What follows belongs to an exercise in optimizing a design on an open flow for a short achievable clock period and few clock cycles; a production flow would make more cautious choices. At most, simulation tests tie the RTL to the original design; equivalence was not proved. No functional check of the RTL was part of run 7. No activity file was given, so power comes from the tool's default toggle rates.

--- design/flow/flow/run.sh ---
#!/bin/bash
# Standard ORFS layout with two changes: the port buffers are buf_8 instead of
# the buffer_ports default (a weak delay buffer on sky130hd), and timing repair
# may resize a cell to any footprint (sky130hd's config restricts it to the
# same footprint, which keeps weak cells on long wires).
set -euo pipefail
cfg="${FLOW_CONFIG:-config.mk}"
echo 'export BUFFER_PORTS_ARGS = -buffer_cell sky130_fd_sc_hd__buf_8' >> "$cfg"
bash standard.sh MATCH_CELL_FOOTPRINT=0 finish > standard.log 2>&1
--- design/flow/standard.sh ---
#!/bin/bash
# synth_recipe.tcl (not shown) runs the flow's synth.tcl, then flattens the netlist and writes it again
# the make line also repeats each setting of config.mk as NAME=value (left out here)
make -C /OpenROAD-flow-scripts/flow DESIGN_CONFIG=/design/flow/config.mk WORK_HOME=/design/flow/orfs CLKGATE_MAP_FILE= SYNTH_SCRIPT=/design/flow/synth_recipe.tcl "${@:-finish}"
--- design/flow/config.mk ---
export PLATFORM = sky130hd
export DESIGN_NAME = dcache_ctrl
export DESIGN_NICKNAME = dcache_ctrl
export VERILOG_FILES = /design/flow/design.v
export SDC_FILE = /design/flow/constraint.sdc
export NUM_CORES = 4
export LEC_CHECK = 0
export ABC_CLOCK_PERIOD_IN_PS = 1500
export CAP_MARGIN = 20
export CORE_MARGIN = 2
export CORE_UTILIZATION = 30
export SETUP_SLACK_MARGIN = 5.0
export SLEW_MARGIN = 20
export TNS_END_PERCENT = 5
export BUFFER_PORTS_ARGS = -buffer_cell sky130_fd_sc_hd__buf_8
--- design/flow/constraint.sdc ---
create_clock -name core_clock -period 8.0 [get_ports {clk}]
set_input_delay 1.6000 -clock core_clock [delete_from_list [all_inputs] [get_ports {clk}]]
set_output_delay 1.6000 -clock core_clock [all_outputs]
set_load 0.01 [all_outputs]
--- design/flow/design.v ---
module dcache_ctrl #(
  parameter int unsigned INDEX_BITS = 6,
  parameter int unsigned DATA_W     = 32
) (
  input  logic              clk,
  input  logic              rst,
  input  logic [31:0]       core_addr,
  input  logic              core_re,
  input  logic              core_we,
  input  logic [DATA_W-1:0] core_wdata,
  output logic [DATA_W-1:0] core_rdata,
  output logic              DC_stall,
  output logic              mem_req,
  output logic              mem_we,
  output logic [31:0]       mem_addr,
  output logic [DATA_W-1:0] mem_wdata,
  input  logic [DATA_W-1:0] mem_rdata,
  input  logic              mem_ready
);
  localparam int unsigned LINES = 1 << INDEX_BITS;
  localparam int unsigned TAG_W = 30 - INDEX_BITS;
  logic [LINES-1:0]  valid;
  logic [LINES-1:0]  dirty;
  logic [TAG_W-1:0]  tag_mem  [LINES];
  logic [DATA_W-1:0] data_mem [LINES];
  logic [INDEX_BITS-1:0] idx;
  logic [TAG_W-1:0]      addr_tag;
  logic                  access;
  logic                  unused_addr_lsb;
  assign idx             = core_addr[INDEX_BITS+1:2];
  assign addr_tag        = core_addr[31:INDEX_BITS+2];
  assign access          = core_re | core_we;
  assign unused_addr_lsb = ^core_addr[1:0];
  logic [LINES-1:0] sel;      
  logic [LINES-1:0] tag_eq;   
  logic             hit;
  logic             line_dirty;
  logic [DATA_W-1:0] line_data;
  logic [TAG_W-1:0]  req_tag;
  logic [TAG_W-1:0]  req_tags [LINES];
  always_comb begin
    for (int i = 0; i < LINES; i++) begin
      sel[i]      = (idx == INDEX_BITS'(i));
      req_tags[i] = (valid[i] & dirty[i]) ? tag_mem[i] : addr_tag;
      tag_eq[i] = valid[i] & (tag_mem[i] == addr_tag);
    end
    hit        = |(sel & tag_eq);
    line_dirty = |(sel & valid & dirty);
    line_data  = data_mem[idx];
    req_tag    = req_tags[idx];
  end
  logic busy;       
  logic hit_done;   
  logic rd_req;     
  logic fill;       
  logic wb_done;    
  logic lookup;     
  assign rd_req  = mem_req & ~mem_we;
  assign fill    = ~rst & rd_req & mem_ready;
  assign wb_done = ~rst & mem_req & mem_we & mem_ready;
  assign lookup  = ~rst & access & ~busy;
  logic rd_out, rd_wait;
  always_comb begin
    DC_stall   = ~hit_done & (rd_wait | ~mem_ready);
    core_rdata = rd_out ? mem_rdata : mem_wdata;
  end
  always_ff @(posedge clk) begin
    if (rst) begin
      rd_out  <= 1'b0;
      rd_wait <= 1'b1;
    end else if (lookup) begin
      rd_out  <= ~hit & ~line_dirty;
      rd_wait <= hit | line_dirty;
    end else if (hit_done | fill) begin
      rd_out  <= 1'b0;
      rd_wait <= 1'b1;
    end else if (wb_done) begin
      rd_out  <= 1'b1;
      rd_wait <= 1'b0;
    end
  end
  always_ff @(posedge clk) begin
    if (rst) begin
      busy     <= 1'b0;
      hit_done <= 1'b0;
      mem_req  <= 1'b0;
      mem_we   <= 1'b0;
    end else if (lookup) begin
      busy     <= 1'b1;
      hit_done <= hit;
      mem_req  <= ~hit;
      mem_we   <= ~hit & line_dirty;
    end else if (hit_done | fill) begin
      busy     <= 1'b0;
      hit_done <= 1'b0;
      mem_req  <= 1'b0;
      mem_we   <= 1'b0;
    end else if (wb_done) begin
      mem_we   <= 1'b0;
    end
  end
  always_ff @(posedge clk) begin
    if (lookup) begin
      mem_addr  <= {req_tag, idx, 2'b00};
      mem_wdata <= line_data;
    end else if (wb_done) begin
      mem_addr  <= {core_addr[31:2], 2'b00};
    end
  end
  logic             store_hit;
  logic [DATA_W-1:0] wr_data;
  assign store_hit = ~rst & hit_done & core_we;
  assign wr_data   = core_we ? core_wdata : mem_rdata;
  always_ff @(posedge clk) begin
    for (int i = 0; i < LINES; i++) begin
      if (sel[i] & (store_hit | fill)) begin
        data_mem[i] <= wr_data;
        tag_mem[i]  <= addr_tag;
      end
    end
  end
  always_ff @(posedge clk) begin
    if (rst) begin
      valid <= '0;
      dirty <= '0;
    end else begin
      for (int i = 0; i < LINES; i++) begin
        if (sel[i] & (store_hit | fill)) begin
          valid[i] <= 1'b1;
          dirty[i] <= core_we;
        end
      end
    end
  end
endmodule
==> summary.txt, run 1 <==
area of combinational cells with multiple inputs 62,500 µm²; number of synthesized register bits 3,780; Internal Dissipation 34.2 mW; global-route wire length before repair 1,450,000 µm; Crit Reg-Reg Endpoint mem_addr[10]; Max Root-Sink Buffers 4; total count of hold-check failures in the final report 0; number of iterations in the first detailed-routing pass 7; sequential power share 47.1%; die area 570,000 µm²; CTS clock-pin slew for the worst setup and hold paths 0.07 ns; Yosys top cell by area edfxtp_1; register-to-register setup slack 3.36 ns; Syn Area/Cell 14.7 µm²; number of failing setup endpoints in the final timing report 0; Max Slew Vio Count 2; Area Overhead vs Synth 30.1%; largest net degree at the start of global routing 70; Antenna Nets Post-Route 0; drc violations 0; total length of routed wires 1,190,000 µm; Worst Reg-to-Reg Cells 8; Comb power frac 10.2%; final cycle utilization of the critical path 58.0%; final-layout setup total negative slack 0 ns; clock tree from TritonCTS done; slew at the pin closest to its max-slew limit 2.13 ns; synth top area cells edfxtp_1 65%, mux2i_1 9.0%, xor2_1 5.1%; CP Class flip-flop to flip-flop; routed via count 137,697; chip width 755 µm; Achievable Freq 216 MHz; DR vias/cell 6.64; cts-stage hold buffer count 0; total net switching power 12.3 mW; number of synthesis warnings 4; origin of the worst setup path valid[54]; status finished with violations; Top Ports 200; area occupied by registers 112,000 µm²; worst clock skew 0.113 ns; area of the mapped netlist 169,000 µm²; CTS Buf Count 412; core area 561,000 µm²; worst IR drop on VDD 0.263 mV; gr usage total 40.1%; total of fill cells in the finished design 51,917; worst hold path class flip-flop to flip-flop; starting utilization of the core area 30.1%; shortest period the worst path allows 4.64 ns; root buf cell clkbuf_16; routability congestion estimate from global placement 1.12; causes of the layout check failure max-capacitance violations, max-slew violations; max_slew headroom -46.2%; top-area cell type share of the netlist area 64.7%; detailed-placement wirelength estimate 759,000 µm; endpoint of the most critical setup path mem_addr[10]; end-of-flow core utilization 39.2%; most common flop cell mapped by yosys edfxtp_1; number of enable-type register cells in the synthesized netlist 3,646; number of distinct library cells after synthesis 68; total congestion overflow 0; # Max-Cap Violations 1; most frequent cells after synthesis 3,646 x edfxtp_1, 1,525 x mux2i_1, 980 x xor2_1; Die Ht 755 µm; H-Tree Depth 5; clock insertion delay at the later pin of the skew report 1.16 ns; vias in the first global route 119,271; largest driver fanout on the critical path 25; 1st-iter DRT viols 29,153; CP required 8.81 ns; reported leakage power 79.2 nW; part of the Yosys area used for sequential elements 66.3%; cell with the most instances after synthesis edfxtp_1; site row count 275; wire per inst 57.4 µm; Async SR Flop Fraction 0%; proportion of power drawn by the clock network 42.7%; total number of nets in the final design 12,911; proportion of layout cells with a drive suffix above 1 27.4%; endpoint type of the worst setup path flip-flop; initial antenna violation count 164; setup repair after global routing missed its margin yes; Data arrival, critical path 5.45 ns; reg-to-reg startpoint valid[54]; number of cells produced by synthesis 11,482; PortBufs 195; Critical Path Start Type flip-flop; sink count of the clock tree 3,780; total power density per cell area 211 nW/µm²; Sw Ratio 26.5%
[cells in the final DEF, fill, tap and decap left out, types with 145 or more instances in the layout]
master and instances:
mux2i_1 1196, clkbuf_16 489, xor2_1 967, buf_6 172, nor4_1 344, buf_4 924
buf_8 221, o22ai_2 159, xnor2_1 554, buf_12 308, a22oi_1 784, mux2i_2 205
nand3_1 145, edfxtp_1 3646, nand4_1 394, o22ai_1 557
[kinds of logic after synthesis]
kind of cell / count (synthesis) / share of synthesized area (%)
buf+inv: 884 / 2.43
flops: 3780 / 66.3
xor+xnor: 1536 / 7.95
simple gates: 1604 / 5.31
compound gates: 2088 / 8.53
mux: 1589 / 9.45
other cells: 1 / 0.00222
[per-layer routing]
| layer | part of all wire (%) | GRT usage (%) | vias up |
|---|---|---|---|
| met2 | 40 | 55.3 | 14392 |
| li1 | - | - | 48678 |
| met5 | 0.10 | 0.168 | - |
| met4 | 11 | 34.7 | 54 |
| met3 | 15 | 16.8 | 3691 |
| met1 | 34 | 47.9 | 70882 |
[flip-flops by register name (all words and copies together), names as in the netlist, 30 cells and up]
register	flops
dirty	64
mem_addr	30
data_mem	2048
valid	64
mem_wdata	32
tag_mem	1536
[cell type report]
type,instances,share of cell area (%)
Multi-Input combinational cell,6839,28.4
Timing Repair Buffer,1773,10.1
Sequential cell,3780,51.0
Inverter,4,0.0136
Clock inverter,246,1.15
Clock buffer,522,5.00
Antenna cell,105,0.119
Tap cell,7479,4.25
[worst max-delay path: stages (launching register included)]
cell and delay, ns:
dfxtp_1 0.35, nand2_4 0.49, mux2i_1 1.72, o22ai_4 0.42
nor4_1 0.40, buf_4 0.24, nand4_1 0.29, o22ai_4 0.31
a21oi_2 0.08
[repair_timing]
action	CTS	global route
gates resized for setup	1539	355
pin swaps	250	125
setup buffers	527	137
endpoints found under the setup margin	4087	2986
gates cloned	90	9
[how the worst min path moves through the flow]
stage,depth (start not counted),to,from
2_1_floorplan,2,rd_wait,rd_wait
3_3_place_gp,2,busy,busy
3_5_place_dp,2,busy,busy
4_1_cts,2,busy,busy
5_1_grt,2,busy,busy
6_report,2,busy,busy
[power by group through the flow]
stage | Sequential [mW] | Combinational, mW | Clock (mW)
final | 21.9 | 4.74 | 19.8
after global routing | 21.9 | 4.57 | 20.4
after CTS | 21.9 | 4.30 | 19.7
after detailed placement | 22.3 | 3.56 | 0
after global placement | 22.3 | 3.56 | 0
after floorplan | 22.3 | 1.37 | 0
[stage by stage]
stage | setup WS (ns) | std cells | cell area [µm²] | hold WS, ns | total power [mW]
6_report | 3.36 | 20748 | 220000 | 0.466 | 46.5
5_1_grt | 3.82 | 20657 | 220000 | 0.484 | 46.9
4_1_cts | 3.96 | 20488 | 216000 | 0.462 | 45.9
3_5_place_dp | 1.72 | 19103 | 187000 | 0.450 | 25.9
3_3_place_gp | 1.75 | 19095 | 187000 | 0.455 | 25.9
2_1_floorplan | 4.08 | 11483 | 170000 | 0.432 | 23.7
Testbench counts, summed over its fixed seeds: cycles 80,091.
==> run 2, diff against run 1 <==
--- a/design/flow/design.v
+++ b/design/flow/design.v
@@ -44,8 +44,8 @@
       req_tags[i] = (valid[i] & dirty[i]) ? tag_mem[i] : addr_tag;
       tag_eq[i] = valid[i] & (tag_mem[i] == addr_tag);
     end
-    hit        = |(sel & tag_eq);
-    line_dirty = |(sel & valid & dirty);
+    hit        = tag_eq[idx];
+    line_dirty = valid[idx] & dirty[idx];
     line_data  = data_mem[idx];
     req_tag    = req_tags[idx];
   end
--- a/design/flow/config.mk
+++ b/design/flow/config.mk
@@ -6,7 +6,7 @@
 export NUM_CORES = 4
 export LEC_CHECK = 0
 export ABC_CLOCK_PERIOD_IN_PS = 1500
-export CAP_MARGIN = 20
+export CAP_MARGIN = 30
 export CORE_MARGIN = 2
 export CORE_UTILIZATION = 30
 export SETUP_SLACK_MARGIN = 5.0
==> run 2 against run 1 <==
Now clean on timing, DRC and antenna. Largest cell class unchanged. Register-to-register slack improved by 0.36 ns. Utilization rose by 1.1 points. Largest power group unchanged. Design area rose by 2.7%. Total power rose by 0.57%. Non-clock buffer count rose by 571. Maximum frequency rose by 7.1%.
==> summary.txt, run 2 <==
Top Ports 200 (unchanged); total of fill cells in the finished design 51,554 (-0.70%); 1st-iter DRT viols 28,495 (-2.3%); clock tree from TritonCTS done; top register by number of flip-flops data_mem; core area 561,000 µm² (unchanged); slew at the pin closest to its max-slew limit 1.29 ns (-0.844 ns); total congestion overflow 0 (unchanged); max reg flops 2,048 (unchanged); routability congestion estimate from global placement 1.13 (+0.76%); # Max-Cap Violations 0 (-1); part of the Yosys area used for sequential elements 66.3% (about the same); sink count of the clock tree 3,780 (unchanged); worst IR drop on VDD 0.202 mV (-23%); PortBufs 195 (unchanged); total number of nets in the final design 13,544 (+4.9%); max_slew headroom 11.7% (+58 points); detailed-placement wirelength estimate 766,000 µm (+0.93%); most frequent cells after synthesis 3,646 x edfxtp_1, 1,514 x mux2i_1, 876 x xnor2_1; number of failing setup endpoints in the final timing report 0 (unchanged); power after layout 46.7 mW (+0.57%); end-of-flow core utilization 40.3% (+1.1 points); status timing/DRC/antenna clean; slowest library cell on the worst path nand4_1; most common flop cell mapped by yosys edfxtp_1; die area 570,000 µm² (about the same); endpoint type of the worst setup path flip-flop; reported leakage power 82.9 nW (+4.7%); initial antenna violation count 153 (-6.7%); synth top area cells edfxtp_1 65%, mux2i_1 9.0%, xnor2_1 4.5%; number of cells produced by synthesis 11,546 (+0.56%); starting utilization of the core area 30.1% (about the same); cell repeated most along the worst path buf_16; CTS Buf Count 411 (-0.24%); largest driver fanout on the critical path 6 (-76%); shortest period the worst path allows 4.33 ns (-0.308 ns); CP Class primary input to flip-flop; commonest cells after routing, fill and taps aside 3,646 x edfxtp_1, 1,351 x mux2i_1, 1,291 x buf_4; final-layout setup total negative slack 0 ns (unchanged); Max Slew Vio Count 0 (-2); Achievable Freq 231 MHz (+7.1%); total length of routed wires 1,210,000 µm (+1.9%); Max Root-Sink Buffers 4 (unchanged); cts-stage hold buffer count 0 (unchanged); drc violations 0 (unchanged); number of synthesized register bits 3,780 (unchanged); site row count 275 (unchanged); delay of the slowest cell on the worst path 0.85 ns (-0.87 ns); Yosys top cell by area edfxtp_1; Antenna Nets Post-Route 0 (unchanged); leading registers by flop count data_mem: 2048 flops, tag_mem: 1536 flops; CTS clock-pin slew for the worst setup and hold paths 0.06 ns (about the same); Critical Path Start Type primary input; clock insertion delay at the later pin of the skew report 1.13 ns (-0.03 ns); worst hold path class flip-flop to flip-flop; Syn Area/Cell 14.7 µm² (-0.53%); final cycle utilization of the critical path 54.1% (-3.8 points); number of synthesis warnings 4 (unchanged); most frequent standard cell in the layout excluding fill and tap cells edfxtp_1; number of enable-type register cells in the synthesized netlist 3,646 (unchanged); Data arrival, critical path 5.08 ns (-0.37 ns); DR vias/cell 6.62 (-0.18%); top-area cell type share of the netlist area 64.7% (about the same); vias in the first global route 122,086 (+2.4%); total count of hold-check failures in the final report 0 (unchanged); number of distinct library cells after synthesis 53 (-22%); CP required 8.75 ns (-0.06 ns); Async SR Flop Fraction 0% (unchanged); Die Ht 755 µm (about the same); cell with the most instances after synthesis edfxtp_1; worst clock skew 0.101 ns (-0.0126 ns); Area Overhead vs Synth 33.6%; worst-path cell chain buf_16 -> nor2b_4 -> buf_6 -> buf_16 -> buf_16 -> nand3_4 -> o22ai_2 -> nor4_4 -> nand4_1 -> o22ai_2 -> a21oi_1; routed via count 141,626 (+2.9%); number of iterations in the first detailed-routing pass 9 (+2); total power density per cell area 207 nW/µm² (-2.1%); area of the mapped netlist 169,000 µm² (about the same); largest net degree at the start of global routing 72 (+2.9%); chip width 755 µm (about the same); proportion of layout cells with a drive suffix above 1 29.6% (+2.2 points); global-route wire length before repair 1,460,000 µm (+0.50%); root buf cell clkbuf_16; H-Tree Depth 5 (unchanged); setup repair after global routing missed its margin yes; wire per inst 56.8 µm (-1.1%); gr usage total 40.3% (+0.18 points)
run 2: stage by stage:
| step | cells | instance area, µm² | hold slack [ns] | setup WS (ns) |
|---|---|---|---|---|
| 3_3_place_gp | 19347 | 189000 | 0.445 | 1.65 |
| 5_1_grt | 21287 | 226000 | 0.503 | 4.08 |
| 6_report | 21378 | 226000 | 0.492 | 3.67 |
| 3_5_place_dp | 19466 | 191000 | 0.448 | 1.75 |
| 2_1_floorplan | 11547 | 171000 | 0.426 | 4.11 |
| 4_1_cts | 20972 | 220000 | 0.463 | 4.13 |
run 2: report_power, final:
part | switching (mW) | internal (mW) | leakage, nW | total (mW)
clock | 8.74 | 11.0 | 6.56 | 19.7
sequential | 0.0584 | 21.8 | 33.9 | 21.9
combinational | 3.57 | 1.54 | 42.5 | 5.11
run 2: path summary, 6_finish.rpt:
kind / slack, ns / depth (start not counted) / end / startpoint
worst max-delay path: 3.67 / 11 / mem_addr[26] / core_addr[3]
worst min-delay path: 0.49 / 2 / dirty[43] / dirty[43]
worst max register to register: 3.72 / 8 / mem_addr[26] / valid[52]
worst min register to register: 0.49 / 2 / dirty[43] / dirty[43]
run 2: area by class of cell:
type                       instances  area (µm²)  share of cell area, %
tap                             7479        9360                   4.14
inverter                           4        30.0                 0.0133
clock buffer                     533       11000                   4.88
timing repair buffer            2344       29000                   12.8
multi-input combinational       6902       61700                   27.3
antenna                          112         280                  0.124
sequential                      3780      112000                   49.6
clock inverter                   224        2390                   1.06
run 2: metal layers:
| layer | vias to the layer above | track usage (%) | wire (µm) |
|---|---|---|---|
| li1 | 49928 | - | - |
| met1 | 72638 | 46.7 | 410000 |
| met2 | 15033 | 55.6 | 481000 |
| met3 | 3983 | 18.6 | 184000 |
| met4 | 44 | 35.3 | 138000 |
| met5 | - | 1.81 | 1730 |
run 2: repair_timing:
action,in CTS,in global routing
gates cloned,97,33
pin swaps,350,193
setup buffers,652,219
gates resized for setup,1303,389
endpoints found under the setup margin,3897,2809
run 2: kinds of logic after synthesis:
group | share of synthesized area [%]
AO/OA/AOI/OAI | 8.26
other | 0.00222
XOR/XNOR | 7.95
multiplexers | 9.67
AND/OR/NAND/NOR | 5.41
flip-flops | 66.3
buffers and inverters | 2.40
run 2: critical path: cells and delay by family:
kind            cells  cell delay [ns]
simple gates        4             2.01
compound gates      3             0.69
buf+inv             4             0.62
Testbench counts of run 2, summed over its fixed seeds: cycles 80,091.
==> run 3, diff against run 2 <==
==> design/flow/config.mk (replaced) <==
export PLATFORM = sky130hd
export DESIGN_NAME = dcache_ctrl
export DESIGN_NICKNAME = dcache_ctrl
export VERILOG_FILES = /design/flow/design.v
export SDC_FILE = /design/flow/constraint.sdc
export NUM_CORES = 4
export LEC_CHECK = 0
export ABC_AREA = 1
export CAP_MARGIN = 30
export CORE_MARGIN = 2
export CORE_UTILIZATION = 30
export SETUP_SLACK_MARGIN = 5.0
export SLEW_MARGIN = 30
export TNS_END_PERCENT = 5
export BUFFER_PORTS_ARGS = -buffer_cell sky130_fd_sc_hd__buf_8
==> run 3 against run 2 <==
Clock power about the same. Highest routed layer unchanged. Area after synthesis up 6.7%. Clock-buffer cell count up 8.
==> summary.txt, run 3 <==
end-of-flow core utilization 37.4% (-2.9 points); number of synthesized register bits 3,780 (unchanged); Antenna Nets Post-Route 0 (unchanged); detailed-placement wirelength estimate 702,000 µm (-8.3%); CTS clock-pin slew for the worst setup and hold paths 0.06 ns (about the same); DR vias/cell 5.58 (-16%); Critical Path Start Type primary input; number of cells produced by synthesis 17,346 (+50%); number of distinct library cells after synthesis 55 (+3.8%); sink count of the clock tree 3,780 (unchanged); endpoint type of the worst setup path flip-flop; initial antenna violation count 162 (+5.9%); leading registers by flop count data_mem: 2048 flops, tag_mem: 1536 flops; largest driver fanout on the critical path 5 (-1); H-Tree Depth 5 (unchanged); number of failing setup endpoints in the final timing report 0 (unchanged); cell with the most instances after synthesis nand2_1; proportion of layout cells with a drive suffix above 1 20.3% (-9.3 points); final-layout setup total negative slack 0 ns (unchanged); shortest period the worst path allows 4.09 ns (-0.235 ns); commonest cells after routing, fill and taps aside 5,463 x nand2_1, 3,646 x edfxtp_1, 1,065 x nor2_1; final cycle utilization of the critical path 51.2% (-2.9 points); Yosys top cell by area edfxtp_1; vias in the first global route 131,699 (+7.9%); Area Overhead vs Synth 24.1%; area of the mapped netlist 180,000 µm² (+6.7%); worst IR drop on VDD 0.226 mV (+12%); site row count 284 (+3.3%); total of fill cells in the finished design 58,617 (+14%); CP required 8.76 ns (about the same); status timing/DRC/antenna clean; Worst Reg-to-Reg Cells 9 (+1); gr usage total 32.4% (-7.9 points); total length of routed wires 1,030,000 µm (-15%); Syn Area/Cell 10.4 µm² (-29%); PortBufs 195 (unchanged); slew at the pin closest to its max-slew limit 1.14 ns (-0.149 ns); max reg flops 2,048 (unchanged); origin of the worst setup path core_addr[5]; routability congestion estimate from global placement 1.07 (-5.2%); global-route wire length before repair 1,310,000 µm (-11%); root buf cell clkbuf_16; worst clock skew 0.0579 ns (-0.0427 ns); endpoint of the most critical setup path mem_addr[14]; cell repeated most along the worst path buf_12; Worst Min Path Start rd_wait; worst-path cell chain buf_16 -> clkinvlp_4 -> buf_6 -> nor2_4 -> buf_12 -> nand2_8 -> nor2_4 -> buf_12 -> buf_12 -> nand2_1 -> nand4_1 -> nor4_4 -> nand4_1 -> o21ai_1 -> o21ai_1; number of iterations in the first detailed-routing pass 6 (-3); slowest library cell on the worst path nand4_1; # Max-Cap Violations 0 (unchanged); part of the Yosys area used for sequential elements 62.2% (-4.2 points); top register by number of flip-flops data_mem; worst hold path class flip-flop to flip-flop; Data arrival, critical path 4.85 ns (-0.23 ns); Async SR Flop Fraction 0% (unchanged); Top Ports 200 (unchanged); number of synthesis warnings 4 (unchanged); most frequent standard cell in the layout excluding fill and tap cells nand2_1; 1st-iter DRT viols 25,275 (-11%); setup repair after global routing missed its margin yes; total power density per cell area 204 nW/µm² (-1.5%); core area 599,000 µm² (+6.7%); max_slew headroom 23.3% (+12 points); delay of the slowest cell on the worst path 0.62 ns (-0.23 ns); Die Ht 780 µm (+3.3%); Crit Reg-Reg Endpoint mem_addr[14]; cts-stage hold buffer count 0 (unchanged); top-area cell type share of the netlist area 60.7% (-4.1 points); power after layout 45.7 mW (-2.3%); CP Class primary input to flip-flop; Max Root-Sink Buffers 4 (unchanged); total number of nets in the final design 18,353 (+36%); most frequent cells after synthesis 5,728 x nand2_1, 3,646 x edfxtp_1, 1,179 x nor2_1; area occupied by registers 112,000 µm² (about the same); Hold Slack 0.476 ns (-0.0161 ns); wire per inst 38.5 µm (-32%); Achievable Freq 244 MHz (+5.7%); reported leakage power 79.6 nW (-4.0%); starting utilization of the core area 30.1% (about the same); most common flop cell mapped by yosys edfxtp_1; total count of hold-check failures in the final report 0 (unchanged); total congestion overflow 0 (unchanged); CTS Buf Count 417 (+1.5%); synth top area cells edfxtp_1 61%, nand2_1 12%, mux2_2 4.1%; die area 608,000 µm² (+6.6%); register-to-register setup slack 4.16 ns (+0.44 ns); reg-to-reg startpoint valid[10]; clock insertion delay at the later pin of the skew report 1.11 ns (-0.02 ns); largest net degree at the start of global routing 99 (+38%); number of enable-type register cells in the synthesized netlist 3,646 (unchanged); area of combinational cells with multiple inputs 66,500 µm² (+7.7%); drc violations 0 (unchanged); routed via count 149,202 (+5.3%); chip width 780 µm (+3.3%); Max Slew Vio Count 0 (unchanged); non-filler instance count after layout 26,747 (+25%); clock tree from TritonCTS done; Inst Count DP 25,291 (+30%)
## run 3: worst min path at each step
stage               endpoint  slack [ns]  depth (start not counted)
finish               rd_wait        0.48                          2
global route         rd_wait        0.54                          2
CTS                  rd_wait        0.48                          2
detailed placement   rd_wait        0.46                          2
global placement     rd_wait        0.46                          2
floorplan            rd_wait        0.44                          2
## run 3: routing by layer
layer | global-route usage, % | wire, µm | vias up
met5 | 0 | 430 | -
met4 | 22.4 | 89300 | 60
met3 | 8.67 | 128000 | 2143
met2 | 47.2 | 429000 | 10957
met1 | 41.9 | 384000 | 74344
li1 | - | - | 61698
## run 3: what timing repair did
item                       in CTS  in global routing
gates cloned                   52                 24
gates resized for setup      1314                298
buffers inserted              322                151
pin swaps                     307                117
setup endpoints to repair    5555               5085
hold endpoints to repair        0                  0
## run 3: final cells by class
class	instances	share of cell area [%]
Sequential cell	3780	50.1
Timing Repair inverter	2	0.00894
Multi-Input combinational cell	11832	29.7
Inverter	681	1.39
Tap cell	8008	4.47
Clock inverter	242	1.04
Antenna cell	123	0.137
Clock buffer	541	5.00
Timing Repair Buffer	1538	8.20
## run 3: worst max-delay path: cells and delay by family
| family | cells | cell delay (ns) |
|---|---|---|
| buf+inv | 6 | 0.86 |
| compound gates | 2 | 0.33 |
| simple gates | 7 | 1.97 |
## run 3: metrics by stage
stage / setup WS [ns] / instance area [µm²]
2_1_floorplan: 4.30 / 182000
3_3_place_gp: 1.50 / 198000
3_5_place_dp: 1.54 / 198000
4_1_cts: 4.04 / 221000
5_1_grt: 4.06 / 224000
6_report: 3.91 / 224000
## run 3: cell families (layout without fill, tap and decap cells)
| logic type | count (synthesis) | after routing | share of synthesized area, % |
|---|---|---|---|
| and+or+nand+nor | 8649 | 8667 | 20.0 |
| DFF | 3780 | 3780 | 62.2 |
| buffers and inverters | 1753 | 3004 | 4.08 |
| AOI/OAI and AO/OA | 1402 | 1402 | 4.36 |
| xor gates and xnor gates | 1107 | 1107 | 5.37 |
| muxes | 654 | 654 | 4.08 |
| other | 1 | 125 | 0.00208 |
## run 3: power breakdown
part	total [mW]	switching (mW)	internal (mW)
registers	21.9	0.0752	21.8
logic	4.07	2.83	1.24
clock network	19.7	8.77	10.9
==> run 4, diff against run 3 <==
--- a/design/flow/design.v
+++ b/design/flow/design.v
@@ -36,18 +36,16 @@
   logic             hit;
   logic             line_dirty;
   logic [DATA_W-1:0] line_data;
-  logic [TAG_W-1:0]  req_tag;
-  logic [TAG_W-1:0]  req_tags [LINES];
+  logic [TAG_W-1:0]  line_tag;
   always_comb begin
     for (int i = 0; i < LINES; i++) begin
       sel[i]      = (idx == INDEX_BITS'(i));
-      req_tags[i] = (valid[i] & dirty[i]) ? tag_mem[i] : addr_tag;
       tag_eq[i] = valid[i] & (tag_mem[i] == addr_tag);
     end
     hit        = tag_eq[idx];
     line_dirty = valid[idx] & dirty[idx];
     line_data  = data_mem[idx];
-    req_tag    = req_tags[idx];
+    line_tag   = tag_mem[idx];
   end
   logic busy;       
   logic hit_done;   
@@ -99,13 +97,25 @@
       mem_we   <= 1'b0;
     end
   end
+  logic [TAG_W-1:0]      tag_q, atag_q;
+  logic [INDEX_BITS-1:0] idx_q;
+  logic                  wb_tag;
+  assign mem_addr = {(wb_tag ? tag_q : atag_q), idx_q, 2'b00};
   always_ff @(posedge clk) begin
     if (lookup) begin
-      mem_addr  <= {req_tag, idx, 2'b00};
+      tag_q     <= line_tag;
+      atag_q    <= addr_tag;
+      idx_q     <= idx;
       mem_wdata <= line_data;
-    end else if (wb_done) begin
-      mem_addr  <= {core_addr[31:2], 2'b00};
     end
+  end
+  always_ff @(posedge clk) begin
+    if (rst)
+      wb_tag <= 1'b0;
+    else if (lookup)
+      wb_tag <= line_dirty;
+    else if (wb_done)
+      wb_tag <= 1'b0;
   end
   logic             store_hit;
   logic [DATA_W-1:0] wr_data;
--- a/design/flow/config.mk
+++ b/design/flow/config.mk
@@ -5,11 +5,11 @@
 export SDC_FILE = /design/flow/constraint.sdc
 export NUM_CORES = 4
 export LEC_CHECK = 0
-export ABC_AREA = 1
+export ABC_CLOCK_PERIOD_IN_PS = 1500
 export CAP_MARGIN = 30
 export CORE_MARGIN = 2
 export CORE_UTILIZATION = 30
 export SETUP_SLACK_MARGIN = 5.0
-export SLEW_MARGIN = 30
+export SLEW_MARGIN = 20
 export TNS_END_PERCENT = 5
 export BUFFER_PORTS_ARGS = -buffer_cell sky130_fd_sc_hd__buf_8
==> run 4 against run 3 <==
Now fails the layout checks on max-slew violations. Global-route usage increased by 6.6 points. Clock skew increased by 0.051 ns. Sequential share of layout area increased by 5.9 points. Sequential cell count increased by 25. First-iteration DRC count increased by 26%. Area after synthesis decreased by 14%. Die area decreased by 14%. Clock-buffer cell count decreased by 20. Non-clock buffer count increased by 94. Synthesized cell count decreased by 44%. Critical endpoint is now mem_req. Largest cell class unchanged.
==> summary.txt, run 4 <==
most frequent standard cell in the layout excluding fill and tap cells edfxtp_1; chip width 722 µm (-7.4%); area occupied by registers 113,000 µm² (+0.65%); clock insertion delay at the later pin of the skew report 1.14 ns (+0.03 ns); Inst Count DP 16,634 (-34%); endpoint type of the worst setup path flip-flop; starting utilization of the core area 30.1% (about the same); commonest cells after routing, fill and taps aside 3,670 x edfxtp_1, 1,233 x a22oi_1, 819 x xnor2_1; final-layout setup total negative slack 0 ns (unchanged); CTS Buf Count 400 (-4.1%); worst IR drop on VDD 0.192 mV (-15%); most common flop cell mapped by yosys edfxtp_1; setup repair after global routing missed its margin yes; Max Root-Sink Buffers 4 (unchanged); non-filler instance count after layout 18,282 (-32%); most frequent cells after synthesis 3,670 x edfxtp_1, 1,428 x a22oi_1, 890 x xnor2_1; vias in the first global route 107,405 (-18%); cts-stage hold buffer count 0 (unchanged); total number of nets in the final design 11,164 (-39%); Data arrival, critical path 5.30 ns (+0.45 ns); final design area excluding fillers 202,000 µm² (-10%); reported leakage power 64.8 nW (-19%); number of cells produced by synthesis 9,661 (-44%); Max Slew Vio Count 20 (+20); PortBufs 195 (unchanged); # Max-Cap Violations 0 (unchanged); total of fill cells in the finished design 46,678 (-20%); sink count of the clock tree 3,805 (+0.66%); shortest period the worst path allows 4.36 ns (+0.269 ns); final cycle utilization of the critical path 54.5% (+3.4 points); number of enable-type register cells in the synthesized netlist 3,670 (+0.66%); placed instance area 171,000 µm² (-13%); part of the Yosys area used for sequential elements 73.0% (+11 points); worst hold path class flip-flop to flip-flop; number of failing setup endpoints in the final timing report 0 (unchanged); Critical Path Start Type primary input; slew at the pin closest to its max-slew limit 1.62 ns (+0.478 ns); top register by number of flip-flops data_mem; die area 522,000 µm² (-14%); Hold Slack 0.492 ns (+0.0159 ns); routed via count 128,738 (-14%); number of synthesis warnings 3 (-1); H-Tree Depth 5 (unchanged); status finished with violations; drc violations 0 (unchanged); Top Ports 200 (unchanged); top-area cell type share of the netlist area 71.2% (+11 points); worst clock skew 0.109 ns (+0.0509 ns); wire per inst 58.5 µm (+52%); initial antenna violation count 128 (-21%); CTS clock-pin slew for the worst setup and hold paths 0.06 ns (about the same); gr usage total 39.0% (+6.6 points); synth top area cells edfxtp_1 71%, a22oi_1 6.9%, xnor2_1 5.0%; routed metal-1 wire length 340,000 µm (-12%); total length of routed wires 1,070,000 µm (+3.8%); site row count 263 (-7.4%); routability congestion estimate from global placement 1.15 (+7.5%); proportion of layout cells with a drive suffix above 1 27.5% (+7.2 points); clock tree from TritonCTS done; total count of hold-check failures in the final report 0 (unchanged); end-of-flow core utilization 39.3% (+1.9 points); met2 routed wirelength 406,000 µm (-5.1%); Die Ht 722 µm (-7.4%); area of combinational cells with multiple inputs 45,700 µm² (-31%); Yosys top cell by area edfxtp_1; Top Metal Used met5; root buf cell clkbuf_16; area of the mapped netlist 155,000 µm² (-14%); DR vias/cell 7.04 (+26%); Achievable Freq 229 MHz (-6.2%); core area 513,000 µm² (-14%); number of iterations in the first detailed-routing pass 10 (+4); total congestion overflow 0 (unchanged); leading registers by flop count data_mem: 2048 flops, tag_mem: 1536 flops; Syn Area/Cell 16.0 µm² (+54%); causes of the layout check failure max-slew violations; CP Class primary input to flip-flop; amount of wire on met3 after detailed routing 196,000 µm (+53%); largest net degree at the start of global routing 72 (-27%); CP required 8.93 ns (+0.17 ns); max reg flops 2,048 (unchanged); max_slew headroom -7.76% (-31 points); number of distinct library cells after synthesis 55 (unchanged); Antenna Nets Post-Route 0 (unchanged); cell with the most instances after synthesis edfxtp_1; number of synthesized register bits 3,805 (+0.66%); largest driver fanout on the critical path 5 (unchanged); 1st-iter DRT viols 31,907 (+26%); detailed-placement wirelength estimate 643,000 µm (-8.3%); total power density per cell area 221 nW/µm² (+8.5%); Async SR Flop Fraction 0% (unchanged); Area Overhead vs Synth 30.3%; global-route wire length before repair 1,290,000 µm (-1.4%)
[run 4: repair_timing]
item | CTS | global route
gates cloned | 104 | 13
pin swaps | 431 | 116
endpoints found under the hold margin | 0 | 0
setup buffers | 513 | 127
endpoints found under the setup margin | 3754 | 2560
gates resized for setup | 1376 | 199
[run 4: stage by stage]
| stage | power (mW) | setup slack [ns] |
|---|---|---|
| 3_5_place_dp | 25.1 | 1.89 |
| 3_3_place_gp | 25.0 | 1.73 |
| 2_1_floorplan | 23.5 | 3.75 |
| 4_1_cts | 43.9 | 3.97 |
| 6_report | 44.6 | 3.64 |
| 5_1_grt | 44.9 | 3.93 |
[run 4: kinds of logic (layout without fill, tap and decap cells)]
kind of cell	after synthesis	after routing	share of synthesized area, %
buffers and inverters	644	2373	2.00
XOR/XNOR	1534	1534	8.69
multiplexers	162	162	1.20
flip-flops	3805	3805	73.0
AND/OR/NAND/NOR	1513	1517	5.42
AO/OA/AOI/OAI	2002	2002	9.73
other	1	132	0.00242
[run 4: final timing paths]
check,from,to,slack [ns],cells past startpoint
min reg2reg,valid[28],valid[28],0.49,1
max,core_addr[8],mem_req,3.64,12
min,valid[28],valid[28],0.49,1
max reg2reg,tag_mem[40][10],mem_req,3.95,11
[run 4: per-layer routing]
metal,up-vias,track usage [%]
met4,69,33.0
li1,41983,-
met1,64822,43.9
met2,16938,52.1
met3,4926,22.7
met5,-,3.37
[run 4: worst max-delay path, stage by stage]
cell and delay [ns]:
buf_16 0.17, buf_4 0.19, xnor2_1 0.54, nand4_1 0.75, nor3_2 0.39, nand3_2 0.30
a32oi_1 0.38, nor4_2 0.10, a311oi_2 0.34, a21oi_2 0.07, buf_6 0.17, a22o_1 0.23
[run 4: final cells by class]
| type | instances | area share (%) |
|---|---|---|
| sequential | 3805 | 56.0 |
| timing repair buffer | 1632 | 10.7 |
| clock inverter | 213 | 0.992 |
| inverter | 7 | 0.0298 |
| clock buffer | 521 | 5.30 |
| antenna | 130 | 0.161 |
| multi-input combinational | 5217 | 22.6 |
| tap | 6757 | 4.19 |
[run 4: power breakdown]
part | internal, mW | switching, mW
sequential | 22.0 | 0.0497
clock | 10.2 | 8.69
combinational | 1.15 | 2.48
Testbench counts of run 4, summed over its fixed seeds: cycles 80,091.
==> run 5, diff against run 4 <==
==> design/flow/config.mk (replaced) <==
export PLATFORM = sky130hd
export DESIGN_NAME = dcache_ctrl
export DESIGN_NICKNAME = dcache_ctrl
export VERILOG_FILES = /design/flow/design.v
export SDC_FILE = /design/flow/constraint.sdc
export NUM_CORES = 4
export LEC_CHECK = 0
export ABC_AREA = 1
export CAP_MARGIN = 30
export CORE_MARGIN = 2
export CORE_UTILIZATION = 30
export SETUP_SLACK_MARGIN = 5.0
export SLEW_MARGIN = 30
export TNS_END_PERCENT = 5
export BUFFER_PORTS_ARGS = -buffer_cell sky130_fd_sc_hd__buf_8
==> run 5 against run 4 <==
Now clean on timing, DRC and antenna. Sequential cell count did not move. Wire length fell by 25%. Critical path type unchanged. Total power fell by 3.9%. Utilization fell by 1.1 points.
==> summary.txt, run 5 <==
status timing/DRC/antenna clean; number of iterations in the first detailed-routing pass 10 (unchanged); detailed-placement wirelength estimate 434,000 µm (-32%); worst-path cell chain buf_16 -> clkinv_8 -> nor2_4 -> buf_6 -> nand2_8 -> buf_4 -> nor2_4 -> clkinvlp_4 -> nor2_4 -> buf_12; site row count 270 (+2.7%); most common flop cell mapped by yosys edfxtp_1; area of the mapped netlist 162,000 µm² (+4.9%); Max Root-Sink Buffers 4 (unchanged); number of failing setup endpoints in the final timing report 0 (unchanged); Adder-Cell Fraction of Synth Area 0% (unchanged); die area 547,000 µm² (+4.9%); Syn Area/Cell 11.3 µm² (-29%); # Max-Cap Violations 0 (unchanged); cell with the most instances after synthesis nand2_1; xor and xnor area share after synthesis 2.58% (-6.1 points); total length of routed wires 799,000 µm (-25%); drc violations 0 (unchanged); Critical Path Start Type primary input; wire per inst 34.8 µm (-41%); H-Tree Depth 5 (unchanged); part of the Yosys area used for sequential elements 69.5% (-3.4 points); placed instance area 177,000 µm² (+3.6%); total count of hold-check failures in the final report 0 (unchanged); Antenna Nets Post-Route 0 (unchanged); share of synthesized area spent on multiplexers 0.166% (-1.0 points); gr usage total 25.1% (-14 points); setup slack of the critical path after layout 4.10 ns (+0.467 ns); Area Overhead vs Synth 27.1%; final design area excluding fillers 206,000 µm² (+2.3%); Yosys top cell by area edfxtp_1; Data arrival, critical path 4.53 ns (-0.77 ns); number of enable-type register cells in the synthesized netlist 3,670 (unchanged); largest driver fanout on the critical path 58 (+53); Post-Place Setup Slack 1.89 ns (+0.00205 ns); complex-gate fraction of the synthesized area 6.17% (-3.6 points); total power density per cell area 207 nW/µm² (-6.1%); number of synthesized register bits 3,805 (unchanged); sink count of the clock tree 3,805 (unchanged); worst clock skew 0.0691 ns (-0.0397 ns); largest net degree at the start of global routing 101 (+40%); power after layout 42.8 mW (-3.9%); combinational family with the most area after synthesis simple AND/OR/NAND/NOR gates; shortest period the worst path allows 3.90 ns (-0.467 ns); PortBufs 195 (unchanged); final-layout setup total negative slack 0 ns (unchanged); routability congestion estimate from global placement 1.00 (-13%); initial antenna violation count 69 (-46%); number of cells produced by synthesis 14,322 (+48%); CTS clock-pin slew for the worst setup and hold paths 0.06 ns (about the same); CP Class primary input to flip-flop; top register by number of flip-flops data_mem; number of distinct library cells after synthesis 51 (-7.3%); root buf cell clkbuf_16; Async SR Flop Fraction 0% (unchanged); top-area cell type share of the netlist area 67.9% (-3.3 points); Achievable Freq 257 MHz (+12%); clock insertion delay at the later pin of the skew report 1.03 ns (-0.11 ns); CTS Buf Count 378 (-5.5%); worst hold path class flip-flop to flip-flop; slowest library cell on the worst path clkinvlp_4; clock tree from TritonCTS done; final cycle utilization of the critical path 48.7% (-5.8 points); Top Ports 200 (unchanged); max reg flops 2,048 (unchanged); total congestion overflow 0 (unchanged); 1st-iter DRT viols 26,085 (-18%); cell repeated most along the worst path nor2_4; number of synthesis warnings 3 (unchanged); core area 540,000 µm² (+5.2%); max_slew headroom 22.5% (+30 points); Die Ht 740 µm (+2.4%); commonest cells after routing, fill and taps aside 4,345 x nand2_1, 3,670 x edfxtp_1, 1,016 x nor2_1; chip width 740 µm (+2.4%); leading registers by flop count data_mem: 2048 flops, tag_mem: 1536 flops; setup repair after global routing missed its margin yes; slew at the pin closest to its max-slew limit 1.16 ns (-0.454 ns); proportion of layout cells with a drive suffix above 1 18.0% (-9.5 points); area share of and/or/nand/nor cells after synthesis 18.0% (+13 points); most frequent standard cell in the layout excluding fill and tap cells nand2_1; global-route wire length before repair 950,000 µm (-26%); reported leakage power 71.1 nW (+9.8%); DR vias/cell 5.79 (-18%); routed via count 132,985 (+3.3%); endpoint type of the worst setup path flip-flop; vias in the first global route 113,035 (+5.2%); synth top area cells edfxtp_1 68%, nand2_1 10%, nor2_1 2.8%; worst IR drop on VDD 0.197 mV (+2.7%); Max Slew Vio Count 0 (-100%); delay of the slowest cell on the worst path 0.53 ns (-0.22 ns); total number of nets in the final design 15,507 (+39%); starting utilization of the core area 30.1% (-0.073 points); most frequent cells after synthesis 4,473 x nand2_1, 3,670 x edfxtp_1, 1,223 x nor2_1; CP required 8.63 ns (-0.30 ns)
[run 5: layout make-up]
class                      instances  area [µm²]
multi-input combinational       9129       49000
inverter                         695        3310
clock inverter                   198        1570
fill                           51291      333000
timing repair buffer            1374       20100
sequential                      3805      113000
timing repair inverter            23         270
antenna                           64         160
clock buffer                     474       10000
tap                             7208        9020
[run 5: worst max-delay path, delay by kind of cell]
kind | cells | cell delay [ns]
simple gates | 4 | 1.01
buf+inv | 6 | 1.47
[run 5: metal layers]
| layer | share of wire [%] | GRT usage, % | vias up | routed length (µm) |
|---|---|---|---|---|
| met5 | 0.26 | 1.42 | - | 2060 |
| met4 | 8.6 | 15.7 | 54 | 68300 |
| met3 | 17 | 8.68 | 2866 | 134000 |
| met2 | 41 | 36.9 | 12310 | 324000 |
| li1 | - | - | 52744 | - |
| met1 | 34 | 31.5 | 65011 | 270000 |
[run 5: final timing paths]
kind	from	slack (ns)	cells past startpoint	endpoint
max	core_addr[2]	4.10	10	data_mem[41][0]
min	valid[43]	0.47	2	valid[43]
max reg2reg	mem_req	5.11	7	data_mem[8][9]
min reg2reg	valid[43]	0.47	2	valid[43]
[run 5: cells by family after synthesis]
| group | after synthesis |
|---|---|
| AND/OR/NAND/NOR | 7021 |
| buffers and inverters | 1393 |
| multiplexers | 24 |
| AO/OA/AOI/OAI | 1599 |
| flip-flops | 3805 |
| other | 1 |
| XOR/XNOR | 479 |
[run 5: per-stage QoR]
stage,std cells,utilization (%),hold slack [ns]
after detailed placement,21492,32.8,0.458
after global placement,21481,32.8,0.450
final,22970,38.2,0.471
after CTS,22465,36.1,0.471
after floorplan,14323,-,0.440
after global routing,22915,38.2,0.497
[run 5: report_power, final]
part | switching, mW | total, mW | internal [mW]
registers | 0.0785 | 22.1 | 22.0
clock network | 8.03 | 17.5 | 9.51
logic | 2.12 | 3.19 | 1.07
[run 5: repair_timing]
item	4_1_cts	5_1_grt
pin swaps	127	243
resized for setup	681	1277
gates cloned	37	161
hold buffers	0	0
endpoints found under the setup margin	3970	4356
setup buffers	264	280
==> run 6, diff against run 5 <==
--- a/design/flow/design.v
+++ b/design/flow/design.v
@@ -121,9 +121,14 @@
   logic [DATA_W-1:0] wr_data;
   assign store_hit = ~rst & hit_done & core_we;
   assign wr_data   = core_we ? core_wdata : mem_rdata;
+  logic [LINES-1:0] sel_q;
+  always_ff @(posedge clk) begin
+    if (lookup)
+      sel_q <= sel;
+  end
   always_ff @(posedge clk) begin
     for (int i = 0; i < LINES; i++) begin
-      if (sel[i] & (store_hit | fill)) begin
+      if (sel_q[i] & (store_hit | fill)) begin
         data_mem[i] <= wr_data;
         tag_mem[i]  <= addr_tag;
       end
@@ -135,7 +140,7 @@
       dirty <= '0;
     end else begin
       for (int i = 0; i < LINES; i++) begin
-        if (sel[i] & (store_hit | fill)) begin
+        if (sel_q[i] & (store_hit | fill)) begin
           valid[i] <= 1'b1;
           dirty[i] <= core_we;
         end
==> run 6 against run 5 <==
Non-clock buffer count decreased by 235. Clock-buffer cell count increased by 32. Combinational power increased by 28%. Sequential power increased by 5%. Clock skew increased by 0.017 ns. Via count about the same.
==> summary.txt, run 6 <==
initial antenna violation count 87 (+26%); number of cells produced by synthesis 14,327 (+0.035%); combinational family with the most area after synthesis simple AND/OR/NAND/NOR gates; Async SR Flop Fraction 0% (unchanged); area of the mapped netlist 164,000 µm² (+1.0%); complex-gate fraction of the synthesized area 5.90% (-0.27 points); status timing/DRC/antenna clean; core area 545,000 µm² (+0.87%); reg-to-reg startpoint mem_req; commonest cells after routing, fill and taps aside 4,510 x nand2_1, 3,734 x edfxtp_1, 998 x nor2_1; proportion of layout cells with a drive suffix above 1 15.9% (-2.1 points); wire per inst 34.7 µm (-0.37%); Max Slew Vio Count 0 (unchanged); part of the Yosys area used for sequential elements 70.0% (+0.47 points); number of synthesis warnings 3 (unchanged); share of synthesized area spent on multiplexers 0.384% (+0.22 points); root buf cell clkbuf_16; number of distinct library cells after synthesis 47 (-7.8%); synth top area cells edfxtp_1 68%, nand2_1 11%, nor2_1 2.5%; Worst Reg-to-Reg Cells 12 (+5); 1st-iter DRT viols 29,368 (+13%); DR vias/cell 5.83 (+0.67%); Top Ports 200 (unchanged); most frequent standard cell in the layout excluding fill and tap cells nand2_1; slew at the pin closest to its max-slew limit 1.17 ns (+0.0110 ns); setup repair after global routing missed its margin yes; max_slew headroom 21.1% (-1.4 points); WHS Endpoint valid[26]; routability congestion estimate from global placement 1.01 (+1.0%); Max Root-Sink Buffers 4 (unchanged); vias in the first global route 115,507 (+2.2%); total count of hold-check failures in the final report 0 (unchanged); drc violations 0 (unchanged); clock insertion delay at the later pin of the skew report 1.06 ns (+0.03 ns); slowest library cell on the worst path mux2_2; Syn Area/Cell 11.4 µm² (+0.99%); die area 553,000 µm² (+1.0%); # Max-Cap Violations 0 (unchanged); max reg flops 2,048 (unchanged); Worst Min Path Start valid[26]; cts-stage hold buffer count 0 (unchanged); most common flop cell mapped by yosys edfxtp_1; worst-path cell chain buf_12 -> mux2_2 -> buf_8; largest driver fanout on the critical path 24 (-59%); number of enable-type register cells in the synthesized netlist 3,734 (+1.7%); worst clock skew 0.0863 ns (+0.0172 ns); routed via count 132,978 (-0.0053%); Yosys top cell by area edfxtp_1; total congestion overflow 0 (unchanged); CTS clock-pin slew for the worst setup and hold paths 0.07 ns (about the same); number of cells traversed by the worst hold path 2 (unchanged); global-route wire length before repair 991,000 µm (+4.3%); Area Overhead vs Synth 24.9%; xor and xnor area share after synthesis 2.64% (+0.059 points); total length of routed wires 791,000 µm (-1.0%); H-Tree Depth 5 (unchanged); delay of the slowest cell on the worst path 0.45 ns (-0.08 ns); top register by number of flip-flops data_mem; final-layout setup total negative slack 0 ns (unchanged); number of failing setup endpoints in the final timing report 0 (unchanged); Inst Count DP 21,416 (-0.35%); number of iterations in the first detailed-routing pass 11 (+1); Adder-Cell Fraction of Synth Area 0% (unchanged); worst IR drop on VDD 0.194 mV (-1.7%); number of synthesized register bits 3,869 (+1.7%); gr usage total 26.0% (+0.95 points); PortBufs 195 (unchanged); endpoint type of the worst setup path output pin; CTS Buf Count 390 (+3.2%); origin of the worst setup path wb_tag; shortest period the worst path allows 3.95 ns (+0.0580 ns); CP required 6.40 ns (-2.23 ns); Critical Path Start Type flip-flop; Crit Reg-Reg Endpoint dirty[11]; top-area cell type share of the netlist area 68.4% (+0.48 points); leading registers by flop count data_mem: 2048 flops, tag_mem: 1536 flops; total number of nets in the final design 15,319 (-1.2%); non-filler instance count after layout 22,817 (-0.67%); starting utilization of the core area 30.1% (+0.045 points); largest net degree at the start of global routing 88 (-13%); Die Ht 743 µm (+0.51%); worst hold path class flip-flop to flip-flop; sink count of the clock tree 3,869 (+1.7%); Achievable Freq 253 MHz (-1.5%); chip width 743 µm (+0.51%); cell with the most instances after synthesis nand2_1; most frequent cells after synthesis 4,633 x nand2_1, 3,734 x edfxtp_1, 1,076 x nor2_1; reported leakage power 71.1 nW (about the same); Data arrival, critical path 2.35 ns (-2.18 ns); clock tree from TritonCTS done; CP Class flip-flop to output pin; site row count 271 (+0.37%); area share of and/or/nand/nor cells after synthesis 17.7% (-0.32 points); Antenna Nets Post-Route 0 (unchanged); detailed-placement wirelength estimate 426,000 µm (-2.0%); final cycle utilization of the critical path 49.4% (+0.72 points); register-to-register setup slack 4.65 ns (-0.46 ns); total power density per cell area 225 nW/µm² (+8.4%)
## run 6: cell types whose count changed after synthesis, sizes merged, moves of 29 or more
cell,change
nand2,+156
nor2,-155
edfxtp,+64
nor3,-59
buf,-37
mux2,+32
clkbuf,+30
o21ai,-29
## run 6: logic make-up after synthesis
kind of cell	after synthesis
compound gates	1552
xor+xnor	495
buf+inv	1377
flops	3869
mux	56
other cells	1
simple gates	6977
## run 6: power breakdown
group	switching [mW]	total [mW]	leakage [nW]	internal, mW
registers	0.256	23.2	35.0	23.0
logic	2.91	4.07	30.0	1.16
clock network	8.36	18.8	6.12	10.4
## run 6: per-layer routing
layer  track usage (%)  up-vias  share of wire, %
li1                  -    52393                 -
met1              34.2    64804                34
met2              36.3    12960                39
met3              9.77     2773                18
met4              15.5       48               8.3
met5            0.0611        -             0.086
## run 6: worst max-delay path, delay by kind of cell (launching register included)
| family | cells | cell delay (ns) |
|---|---|---|
| buffers and inverters | 2 | 0.39 |
| DFF | 1 | 0.35 |
| muxes | 1 | 0.45 |
## run 6: layout make-up
type                       instances  area [µm²]
fill                           51762      340000
sequential                      3869      115000
multi-input combinational       9097       47900
timing repair buffer            1139       16200
clock buffer                     506       10400
tap                             7234        9050
inverter                         686        3790
clock inverter                   215        2280
timing repair inverter            35         332
antenna                           36        90.1
## run 6: worst max path at each step
stage | to | cells after the start
after global placement | tag_q[1] | 10
after global routing | mem_addr[31] | 3
final | mem_addr[31] | 3
after CTS | mem_addr[31] | 3
after floorplan | rd_out | 8
after detailed placement | data_mem[41][28] | 10
## run 6: timing repair
item / in CTS / in global routing
buffers inserted: 196 / 292
gates resized for setup: 811 / 786
pin swaps: 60 / 226
gates cloned: 100 / 55
setup endpoints to repair: 4164 / 2815
## run 6: metrics by stage
stage	util [%]	power (mW)	worst slack [ns]	area (µm²)	hold WS (ns)
finish	37.6	46.1	4.05	205000	0.472
global route	37.6	46.8	4.04	205000	0.492
floorplan	-	25.0	3.06	164000	0.440
CTS	36.2	45.5	4.01	197000	0.472
global placement	32.5	26.7	1.95	177000	0.449
detailed placement	32.6	26.8	1.94	177000	0.458
Testbench counts of run 6, summed over its fixed seeds: cycles 80,091.
==> run 7, diff against run 6 <==
==> design/flow/design.v (replaced) <==
module dcache_ctrl #(
  parameter int unsigned INDEX_BITS = 6,
  parameter int unsigned DATA_W     = 32
) (
  input  logic              clk,
  input  logic              rst,
  input  logic [31:0]       core_addr,
  input  logic              core_re,
  input  logic              core_we,
  input  logic [DATA_W-1:0] core_wdata,
  output logic [DATA_W-1:0] core_rdata,
  output logic              DC_stall,
  output logic              mem_req,
  output logic              mem_we,
  output logic [31:0]       mem_addr,
  output logic [DATA_W-1:0] mem_wdata,
  input  logic [DATA_W-1:0] mem_rdata,
  input  logic              mem_ready
);
  localparam int unsigned LINES = 1 << INDEX_BITS;
  localparam int unsigned TAG_W = 30 - INDEX_BITS;
  logic [LINES-1:0]  valid;
  logic [LINES-1:0]  dirty;
  logic [TAG_W-1:0]  tag_mem  [LINES];
  logic [DATA_W-1:0] data_mem [LINES];
  logic [INDEX_BITS-1:0] idx;
  logic [TAG_W-1:0]      addr_tag;
  logic                  access;
  logic                  hit;
  logic                  line_dirty;
  logic                  unused_addr_lsb;
  assign idx             = core_addr[INDEX_BITS+1:2];
  assign addr_tag        = core_addr[31:INDEX_BITS+2];
  assign unused_addr_lsb = ^core_addr[1:0];
  logic [LINES-1:0] line_hit;
  always_comb begin
    for (int i = 0; i < LINES; i++)
      line_hit[i] = valid[i] & (tag_mem[i] == addr_tag);
  end
  always_comb begin
    access     = core_re | core_we;
    hit        = line_hit[idx];
    line_dirty = valid[idx] & dirty[idx];
    mem_req    = access & ~hit;
    mem_we     = line_dirty;
    mem_addr   = line_dirty ? {tag_mem[idx], idx, 2'b00} : {core_addr[31:2], 2'b00};
    mem_wdata  = data_mem[idx];
    DC_stall   = ~hit & (line_dirty | ~mem_ready);
    core_rdata = hit ? data_mem[idx] : mem_rdata;
  end
  logic store_hit, wb_done, fill;
  assign store_hit = ~rst & access & hit & core_we;
  assign wb_done   = ~rst & mem_req & mem_ready & line_dirty;
  assign fill      = ~rst & mem_req & mem_ready & ~line_dirty;
  always_ff @(posedge clk) begin
    if (store_hit) begin
      data_mem[idx] <= core_wdata;
    end else if (fill) begin
      data_mem[idx] <= core_we ? core_wdata : mem_rdata;
      tag_mem[idx]  <= addr_tag;
    end
  end
  always_ff @(posedge clk) begin
    if (rst) begin
      valid <= '0;
      dirty <= '0;
    end else begin
      if (store_hit) begin
        dirty[idx] <= 1'b1;
      end else if (wb_done) begin
        dirty[idx] <= 1'b0;
      end else if (fill) begin
        valid[idx] <= 1'b1;
        dirty[idx] <= core_we;
      end
    end
  end
endmodule
==> design/flow/run.sh (new file) <==
#!/bin/bash
# synth_recipe.tcl (not shown) runs the flow's synth.tcl, then flattens the netlist and writes it again
# the make line also repeats each setting of config.mk as NAME=value (left out here)
make -C /OpenROAD-flow-scripts/flow DESIGN_CONFIG=/design/flow/config.mk WORK_HOME=/design/flow/orfs CLKGATE_MAP_FILE= SYNTH_SCRIPT=/design/flow/synth_recipe.tcl finish
==> design/flow/config.mk (replaced) <==
export PLATFORM = sky130hd
export DESIGN_NAME = dcache_ctrl
export DESIGN_NICKNAME = dcache_ctrl
export VERILOG_FILES = /design/flow/design.v
export SDC_FILE = /design/flow/constraint.sdc
export NUM_CORES = 4
export LEC_CHECK = 0
export ABC_CLOCK_PERIOD_IN_PS = 1500
export CAP_MARGIN = 20
export CORE_MARGIN = 2
export CORE_UTILIZATION = 40
export SETUP_SLACK_MARGIN = 3.0
export SLEW_MARGIN = 20
export TNS_END_PERCENT = 5
removed: design/flow/flow/run.sh
removed: design/flow/standard.sh
==> run 7 against run 6 <==
Worst setup slack got worse by 2.8 ns. Register-to-register slack got worse by 2.3 ns. Clock power about the same. Wire length barely moved. Critical path type is now primary input to output pin. Highest routed layer unchanged. Via count decreased by 11%. Still clean. Critical path depth grew 14. Global-route usage increased by 11 points. Design area grew 1.1%. Combinational power increased by 33%. Area after synthesis decreased by 2.5%. Worst hold slack worse by 0.0032 ns.
==> summary.txt, run 7 <==
site row count 232 (-14%); gr usage total 36.8% (+11 points); PortBufs 195 (unchanged); reported leakage power 68.9 nW (-3.1%); leading registers by flop count data_mem: 2048 flops, tag_mem: 1536 flops; vias in the first global route 109,525 (-5.2%); Data arrival, critical path 5.19 ns (+2.84 ns); total length of routed wires 791,000 µm (about the same); endpoint type of the worst setup path output pin; total count of hold-check failures in the final report 0 (unchanged); commonest cells after routing, fill and taps aside 3,584 x edfxtp_1, 1,044 x buf_4, 953 x xor2_1; Hold Slack 0.469 ns (-0.00317 ns); area of the mapped netlist 160,000 µm² (-2.5%); number of distinct library cells after synthesis 81 (+72%); most frequent cells after synthesis 3,584 x edfxtp_1, 966 x xor2_1, 572 x xnor2_1; proportion of layout cells with a drive suffix above 1 30.7% (+15 points); worst hold path class flip-flop to flip-flop; CTS Buf Count 395 (+1.3%); Antenna Nets Post-Route 0 (unchanged); Yosys top cell by area edfxtp_1; power after layout 45.6 mW (-1.2%); crit path buf inv count 8 (+6); Top Metal Used met5; total congestion overflow 0 (unchanged); total power density per cell area 220 nW/µm² (-2.2%); Area Overhead vs Synth 29.6%; cell repeated most along the worst path buf_16; max_slew headroom 14.5% (-6.6 points); number of cells traversed by the worst hold path 2 (unchanged); slew at the pin closest to its max-slew limit 1.28 ns (+0.104 ns); setup repair after global routing missed its margin yes; 1st-iter DRT viols 20,854 (-29%); CP Class primary input to output pin; Worst Min Path Start dirty[44]; status timing/DRC/antenna clean; Critical Path Start Type primary input; max reg flops 2,048 (unchanged); Crit Reg-Reg Endpoint data_mem[61][1]; wire per inst 44.7 µm (+29%); area of combinational cells with multiple inputs 52,800 µm² (+10%); most frequent standard cell in the layout excluding fill and tap cells edfxtp_1; register-to-register setup slack 2.40 ns (-2.25 ns); largest driver fanout on the critical path 15 (-38%); most common flop cell mapped by yosys edfxtp_1; global-route wire length before repair 1,010,000 µm (+1.8%); end-of-flow core utilization 52.0% (+14 points); core area 399,000 µm² (-27%); worst-path cell chain buf_16 -> buf_16 -> buf_4 -> xnor2_1 -> nand4_1 -> nor4_2 -> a22oi_1 -> a22oi_1 -> a31o_4 -> nand4_4 -> nor2_4 -> buf_12 -> buf_12 -> buf_16 -> buf_6 -> mux2_4 -> buf_6; Die Ht 636 µm (-14%); total of fill cells in the finished design 32,487 (-37%); number of iterations in the first detailed-routing pass 6 (-5); number of failing setup endpoints in the final timing report 0 (unchanged); H-Tree Depth 5 (unchanged); number of synthesized register bits 3,712 (-4.1%); setup slack of the critical path after layout 1.21 ns (-2.84 ns); reg-to-reg startpoint tag_mem[22][8]; Max Root-Sink Buffers 4 (unchanged); worst clock skew 0.0894 ns (+0.00311 ns); shortest period the worst path allows 6.79 ns (+2.84 ns); Async SR Flop Fraction 0% (unchanged); Syn Area/Cell 15.2 µm² (+33%); Worst Reg-to-Reg Cells 17 (+5); routed metal-1 wire length 275,000 µm (+1.8%); number of cells produced by synthesis 10,518 (-27%); met2 routed wirelength 346,000 µm (+12%); root buf cell clkbuf_16; cell with the most instances after synthesis edfxtp_1; number of synthesis warnings 1 (-2); top-area cell type share of the netlist area 67.3% (-1.0 points); area occupied by registers 110,000 µm² (-4.0%); sink count of the clock tree 3,712 (-4.1%); clock tree from TritonCTS done; CP required 6.40 ns (about the same); delay of the slowest cell on the worst path 0.38 ns (-0.07 ns); routed via count 118,397 (-11%); CTS clock-pin slew for the worst setup and hold paths 0.06 ns (about the same); amount of wire on met3 after detailed routing 103,000 µm (-30%); detailed-placement wirelength estimate 467,000 µm (+9.7%); total number of nets in the final design 12,194 (-20%); routability congestion estimate from global placement 0.988 (-2.4%); starting utilization of the core area 40.1% (+10 points); part of the Yosys area used for sequential elements 68.9% (-1.1 points); worst IR drop on VDD 0.182 mV (-6.2%); synth top area cells edfxtp_1 67%, xor2_1 5.3%, xnor2_1 3.1%; final-layout setup total negative slack 0 ns (unchanged); drc violations 0 (unchanged); WHS Endpoint dirty[44]; Achievable Freq 147 MHz (-42%); Post-Place Setup Slack 0.358 ns (-1.58 ns); DR vias/cell 6.68 (+15%); chip width 636 µm (-14%); initial antenna violation count 58 (-33%); kind of cell adding the most delay to the critical path buffers and inverters; clock insertion delay at the later pin of the skew report 1.06 ns (about the same); top register by number of flip-flops data_mem; Max Slew Vio Count 0 (unchanged); slowest library cell on the worst path nand4_1; largest net degree at the start of global routing 76 (-14%); die area 405,000 µm² (-27%); Top Ports 200 (unchanged); # Max-Cap Violations 0 (unchanged); number of enable-type register cells in the synthesized netlist 3,584 (-4.0%); final cycle utilization of the critical path 84.9% (+35 points)
-- run 7: cell count changes after synthesis, moves of 164 or more --
| cell | previous run | this run |
|---|---|---|
| a221oi_1 | 6 | 461 |
| a22oi_1 | 52 | 546 |
| inv_1 | 651 | 16 |
| mux2_2 | 56 | 333 |
| mux2i_1 | 0 | 313 |
| nand2_1 | 4633 | 241 |
| nand3_1 | 292 | 128 |
| nand4_1 | 623 | 210 |
| nor2_1 | 1076 | 462 |
| o2111ai_1 | 206 | 8 |
| o21ai_0 | 708 | 172 |
| xnor2_1 | 137 | 572 |
| xor2_1 | 358 | 966 |
-- run 7: metrics by stage --
| stage | instances | area [µm²] |
|---|---|---|
| 2_1_floorplan | 10519 | 162000 |
| 3_3_place_gp | 16123 | 176000 |
| 3_5_place_dp | 16129 | 176000 |
| 4_1_cts | 17343 | 200000 |
| 5_1_grt | 17688 | 207000 |
| 6_report | 17717 | 207000 |
-- run 7: layout make-up --
cell class / instances / area share [%]
Clock buffer: 494 / 5.08
Inverter: 17 / 0.0628
Antenna cell: 31 / 0.0374
Tap cell: 5265 / 3.18
Sequential cell: 3712 / 53.2
Timing Repair Buffer: 1943 / 11.8
Timing Repair inverter: 1 / 0.00423
Clock inverter: 235 / 1.11
Multi-Input combinational cell: 6019 / 25.5
-- run 7: worst max path at each step --
stage | cells after the start | to | startpoint | slack, ns
after global routing | 19 | core_rdata[1] | core_addr[21] | 1.25
after global placement | 14 | mem_addr[31] | core_addr[2] | 0.40
after detailed placement | 12 | mem_addr[24] | core_addr[2] | 0.36
after floorplan | 12 | core_rdata[10] | core_addr[28] | 2.40
after CTS | 19 | core_rdata[1] | core_addr[27] | 1.23
final | 17 | core_rdata[1] | core_addr[15] | 1.21
-- run 7: cells by family after synthesis --
| group | count (synthesis) | share of synthesized area (%) |
|---|---|---|
| mux | 734 | 5.55 |
| compound gates | 2269 | 10.3 |
| simple gates | 1470 | 4.50 |
| other cells | 1 | 0.00235 |
| buf+inv | 790 | 2.24 |
| xor+xnor | 1538 | 8.43 |
| fa+ha+maj | 4 | 0.0313 |
| flops | 3712 | 68.9 |
-- run 7: timing repair --
action                                  4_1_cts  5_1_grt
pin swaps                                   223      282
hold buffers                                  0        0
endpoints found under the setup margin     5783     5747
gates cloned                                 97       45
setup buffers                               388      297
resized for setup                          1316      673
-- run 7: worst min-delay path, delay by kind of cell, from the launching register on --
family        cells  cell delay [ns]
flops             1             0.31
mux               1             0.06
simple gates      1             0.05
-- run 7: where the power goes --
group	internal, mW	leakage (nW)	total [mW]	switching [mW]
clock	10.6	6.27	18.7	8.06
combinational	1.97	29.4	5.42	3.45
sequential	21.4	33.2	21.4	0.0280
total	34.0	68.9	45.6	11.5
-- run 7: routing by layer --
metal  track usage (%)  vias to the layer above
met1              46.8                    60820
met5                 0                        -
met3              9.25                     2324
li1                  -                    45119
met4              24.6                       38
met2              55.7                    10096

static timing again, ports no longer ideal:
Ports are ideal in the flow. The routed layouts listed here were re-timed in OpenROAD.
Step 1 sets driving cells, clkbuf_16 on the clock port and buf_2 on the other inputs (assumed; they add their load-dependent delay and slew).
Step 2 also shifts input and output timing later by t, the mid clock arrival at the registers, as if the neighbouring blocks saw the same clock.
a / b / c = no drivers / after step 1 / after step 2; a / b = the first two.
run | t (ns) | setup WS [ns] | worst setup path at the end | clock arrival spread, ns
run 1 | 1.219 | 3.364 / 3.334 / 2.115 | input to register | 0.132 / 0.132
run 2 | 1.205 | 3.672 / 3.499 / 2.293 | input to register | 0.116 / 0.115
run 3 | 1.184 | 3.906 / 3.923 / 2.781 | input to register | 0.093 / 0.092
run 4 | 1.204 | 3.637 / 3.445 / 2.241 | input to register | 0.112 / 0.113
run 5 | 1.079 | 4.104 / 4.020 / 2.960 | input to register | 0.117 / 0.117
run 6 | 1.147 | 4.046 / 3.918 / 2.859 | input to register | 0.088 / 0.088
run 7 | 1.139 | 1.207 / 0.868 / 0.643 | input to register | 0.089 / 0.090
For run 4, which loses most, drivers alone change the setup slack by -0.192 ns; drivers and shift together by -1.396 ns.
